What follows belongs to an exercise in optimizing a design on an open flow for small area, a short achievable clock period and few clock cycles per item; a production flow would make more cautious choices. RTL that was checked went through simulation tests only; none was proved equivalent to the original. No activity file was given, so power comes from the tool's default toggle rates.

==> flow/design.v (excerpt) <==
module two_priority_event_queue #(
   parameter int QUEUE_DEPTH = tpeq_pkg::DEFAULT_QUEUE_DEPTH
) (
   input  logic                             clock,
   input  logic                             reset,
   input  logic                             req_tvalid,
   output logic                             req_tready,
   input  logic [tpeq_pkg::REQ_TDATA_W-1:0] req_tdata,
   input  logic [tpeq_pkg::REQ_TUSER_W-1:0] req_tuser,
   output logic                             rsp_tvalid,
   input  logic                             rsp_tready,
   output logic [tpeq_pkg::RSP_TDATA_W-1:0] rsp_tdata,
   output logic [tpeq_pkg::RSP_TUSER_W-1:0] rsp_tuser
);
   localparam int PTR_W = $clog2(QUEUE_DEPTH);
   localparam int CNT_W = $clog2(QUEUE_DEPTH + 1);
   localparam int ENT_W = tpeq_pkg::ENTRY_W;
   localparam int TOT_W = tpeq_pkg::TOTAL_W;
   logic [ENT_W-1:0] high_mem [QUEUE_DEPTH];
   logic [ENT_W-1:0] low_mem  [QUEUE_DEPTH];
   logic [QUEUE_DEPTH-1:0] high_sel_ff;                   
   logic [QUEUE_DEPTH-1:0] low_head_ff;                   
   logic [QUEUE_DEPTH-1:0] low_sel_vec_ff;                
   logic [QUEUE_DEPTH-1:0] high_wr_ff, low_wr_ff;        
   logic [CNT_W-1:0]       high_count_ff, low_count_ff;
   logic                   high_any_ff;                   
   logic                   low_sel_ff;                    
   logic             rsp_tvalid_ff;
   logic [ENT_W-1:0] rsp_entry_ff;
   logic [TOT_W-1:0] total_ff;
   logic [3:0]       rsp_flags_ff;
   logic       accept;
   logic [1:0] action;
   logic       prio;
   logic       is_push, is_pop, is_read;
   logic       high_full, low_full, high_one, low_one, high_nearly, low_nearly;
   logic       push_ok, push_dropped, pop_ok;
   logic       high_push, low_push, high_pop, low_pop;
   logic       high_any_in, low_any_in;
   logic       entry_valid, from_high;
   logic [TOT_W-1:0] total_in;
   logic             all_empty;
   logic [2*QUEUE_DEPTH-1:0] head_sel;
   logic [ENT_W-1:0]         entry_word;
   assign req_tready = !rsp_tvalid_ff || rsp_tready;
   assign accept     = req_tvalid && req_tready;
  ...
export LEC_CHECK = 0
export CAP_MARGIN = 20
export CORE_MARGIN = 2
export CORE_UTILIZATION = 60
export CTS_CLUSTER_DIAMETER = 100
export CTS_CLUSTER_SIZE = 28
export PLACE_DENSITY = 0.75
export SETUP_SLACK_MARGIN = 2.2
export SLEW_MARGIN = 20
export SYNTH_HIERARCHICAL = 1
create_clock -name core_clock -period 4.2 [get_ports {clock}]
run.sh (not shown) runs the stock make flow with config.mk's settings and CLKGATE_MAP_FILE= SYNTH_SCRIPT=/design/flow/synth_recipe.tcl, a recipe that flattens the netlist after the stock synthesis.
Testbench counts at the start, summed over its fixed seeds: cycles 24,008, items 24,000.
Next try:
--- a/flow/config.mk
+++ b/flow/config.mk
@@ -10 +10 @@
-export CORE_UTILIZATION = 60
+export CORE_UTILIZATION = 70
@@ -13 +12,0 @@
-export PLACE_DENSITY = 0.75
Outcome:
- global-route usage climbs by 5.3 points
- worst setup slack improves by 0.044 ns
- synthesized area is unchanged
- power rises by 0.39%
- hold slack barely changes
- via count is lower by 1.8%
Next try:
--- a/flow/config.mk
+++ b/flow/config.mk
@@ -10 +10 @@
-export CORE_UTILIZATION = 70
+export CORE_UTILIZATION = 60
@@ -13 +13 @@
-export SETUP_SLACK_MARGIN = 2.2
+export SETUP_SLACK_MARGIN = 2.35
=> The new run finished with timing, DRC and antenna clean. Clock power shrinks by about 0.7%. Utilization is lower by 10 points. Power increases by 0.38%. Via count grows by 1.0%. Setup slack is about the same. Cell area went up by 2.5%.
Next try:
--- a/flow/config.mk
+++ b/flow/config.mk
@@ -8 +8 @@
-export CAP_MARGIN = 20
+export CAP_MARGIN = 0
@@ -13,2 +13,2 @@
-export SETUP_SLACK_MARGIN = 2.35
-export SLEW_MARGIN = 20
+export SETUP_SLACK_MARGIN = 2.2
+export SLEW_MARGIN = 0
=> The changed run passed the timing, DRC and antenna checks; register-to-register slack gains 0.04 ns; die area is unchanged; synthesized area stays the same; first-iteration DRC count went down by 4.0%; total power went up by 0.31%; setup slack gains 0.038 ns; clock power went up by about 3%.
Next try:
--- a/flow/config.mk
+++ b/flow/config.mk
@@ -8 +8 @@
-export CAP_MARGIN = 0
+export CAP_MARGIN = 5
@@ -14 +14 @@
-export SLEW_MARGIN = 0
+export SLEW_MARGIN = 5
Result: Worst setup slack does not change. Critical path depth is unchanged. Synthesized area does not change.
Next try:
--- a/flow/config.mk
+++ b/flow/config.mk
@@ -8 +8 @@
-export CAP_MARGIN = 5
+export CAP_MARGIN = 20
@@ -14 +14 @@
-export SLEW_MARGIN = 5
+export SLEW_MARGIN = 20
Outcome: Worst setup slack is worse by 0.0051 ns. Utilization hardly moves. Global-route usage stays the same. Clock skew stays flat. Total power stays flat. Wire length increases by 0.45%.

* * *

Another version of the RTL of two_priority_event_queue (not shown whole).
For scale: roughly 85 I/O pins.
Settings: LEC_CHECK=0, CAP_MARGIN=5, CORE_MARGIN=2, CORE_UTILIZATION=60, CTS_CLUSTER_DIAMETER=100, CTS_CLUSTER_SIZE=28, SETUP_SLACK_MARGIN=2.25, SLEW_MARGIN=5, SYNTH_HIERARCHICAL=1; clock period 4.2 ns.
The baseline ran to the end with no violations.
Edit:
SETUP_SLACK_MARGIN = 2.2   (was 2.25)
Cell count decreases slightly.
Final area is lower slightly.
Global-route usage grows by 0.40 points.
Register-to-register slack got worse by 0.04 ns.
No run of this note included a check of the RTL's function; only the layout flow was run.

* * *

== rev 12 ==
Another version of the RTL of two_priority_event_queue (not shown whole).
Size in the first run: roughly 2500 cells after synthesis, about 1100 flip-flops, about 85 I/O pins, roughly 42000 um^2 of cells after synthesis.
clock: 4.2 ns
lec_check: 0
cap_margin: 20
core_margin: 2
core_utilization: 40
setup_slack_margin: 2.5
slew_margin: 20
Rev 12 did not stop at any stage, and its layout met the timing, DRC and antenna checks.
diff inputs: rev 12 => rev 13
-- flow/config.mk --
<<< rev 12, line 9
export CORE_MARGIN = 2
export CORE_UTILIZATION = 40
export SETUP_SLACK_MARGIN = 2.5
>>> rev 13, line 9
export CORE_MARGIN = 2
export CORE_UTILIZATION = 55
export CTS_BUF_LIST = sky130_fd_sc_hd__clkbuf_8
export CTS_CLUSTER_SIZE = 30
export SETUP_SLACK_MARGIN = 2.5
==> notes.md <==
- Changes observed in rev 13 relative to rev 12: wire length of the first global-routing pass decreased by 1.7% relative to the old numbers; cell area power density moved down; combinational group share of total power up 0.3 points; met1 wire length now sits lower.
- On rev 13: area after detailed placement is about 1.2% lower than what rev 12 gave.
- On routed wire length, rev 13 does better than rev 12.
- Rev 12 has a lower largest stage delay on the critical path than rev 13.
- Looking at area growth from synthesis to layout, rev 13 sits 4.3 points lower than rev 12 does.
- Against rev 12, rev 13 reports a cell count after placement that is lower.
- Rev 13 vs rev 12 — global-route total usage across every layer rose 9.8 points.
No run of this note included a check of the RTL's function; only the layout flow was run.

## re-timing with driven ports
The flow's constraints put no driver on any port. The routed layouts listed below were extracted and timed again, unchanged, in two steps. Step 1, drivers: a clkbuf_16 drives clock and a buf_2 each remaining input, both assumed. Step 2, shift: input delay + t, output delay - t, t = (earliest + latest rising clock arrival at the registers) / 2. This alone moves slack from input paths to output paths. Three values: no drivers, after step 1, after step 2; two values: the first two.
run | shift t [ns] | slack for setup (ns) | latest minus earliest clock arrival (ns) | slew at the worst register clock pin (ns) | worst slew at a driven data input, ns
the first run of note 1 | 0.694 | 2.095 / 2.092 / 1.514 | 0.024 / 0.023 | 0.11 / 0.11 | 0.09
the second run of note 1 | 0.703 | 2.139 / 2.074 / 1.540 | 0.042 / 0.042 | 0.12 / 0.12 | 0.10
the third run of note 1 | 0.687 | 2.138 / 2.117 / 1.717 | 0.028 / 0.028 | 0.11 / 0.11 | 0.12
the fourth run of note 1 | 0.726 | 2.176 / 2.105 / 1.551 | 0.045 / 0.045 | 0.11 / 0.11 | 0.10
the fifth run of note 1 | 0.726 | 2.176 / 2.105 / 1.551 | 0.045 / 0.045 | 0.11 / 0.11 | 0.10
the sixth run of note 1 | 0.725 | 2.171 / 2.100 / 1.563 | 0.044 / 0.044 | 0.11 / 0.11 | 0.10
the first run of note 2 | 0.703 | 2.074 / 2.004 / 1.518 | 0.035 / 0.035 | 0.11 / 0.11 | 0.11
the second run of note 2 | 0.698 | 2.054 / 1.988 / 1.464 | 0.028 / 0.028 | 0.11 / 0.11 | 0.15
rev 12 | 0.730 | 1.754 / 1.754 / 1.097 | 0.039 / 0.039 | 0.07 / 0.07 | 0.09
rev 13 | 0.877 | 1.613 / 1.613 / 1.002 | 0.040 / 0.040 | 0.07 / 0.07 | 0.09
After both steps every run listed still meets setup and hold. The setup slack of rev 12, which loses most, moves by 0.000 ns with the drivers and by -0.657 ns with both steps.
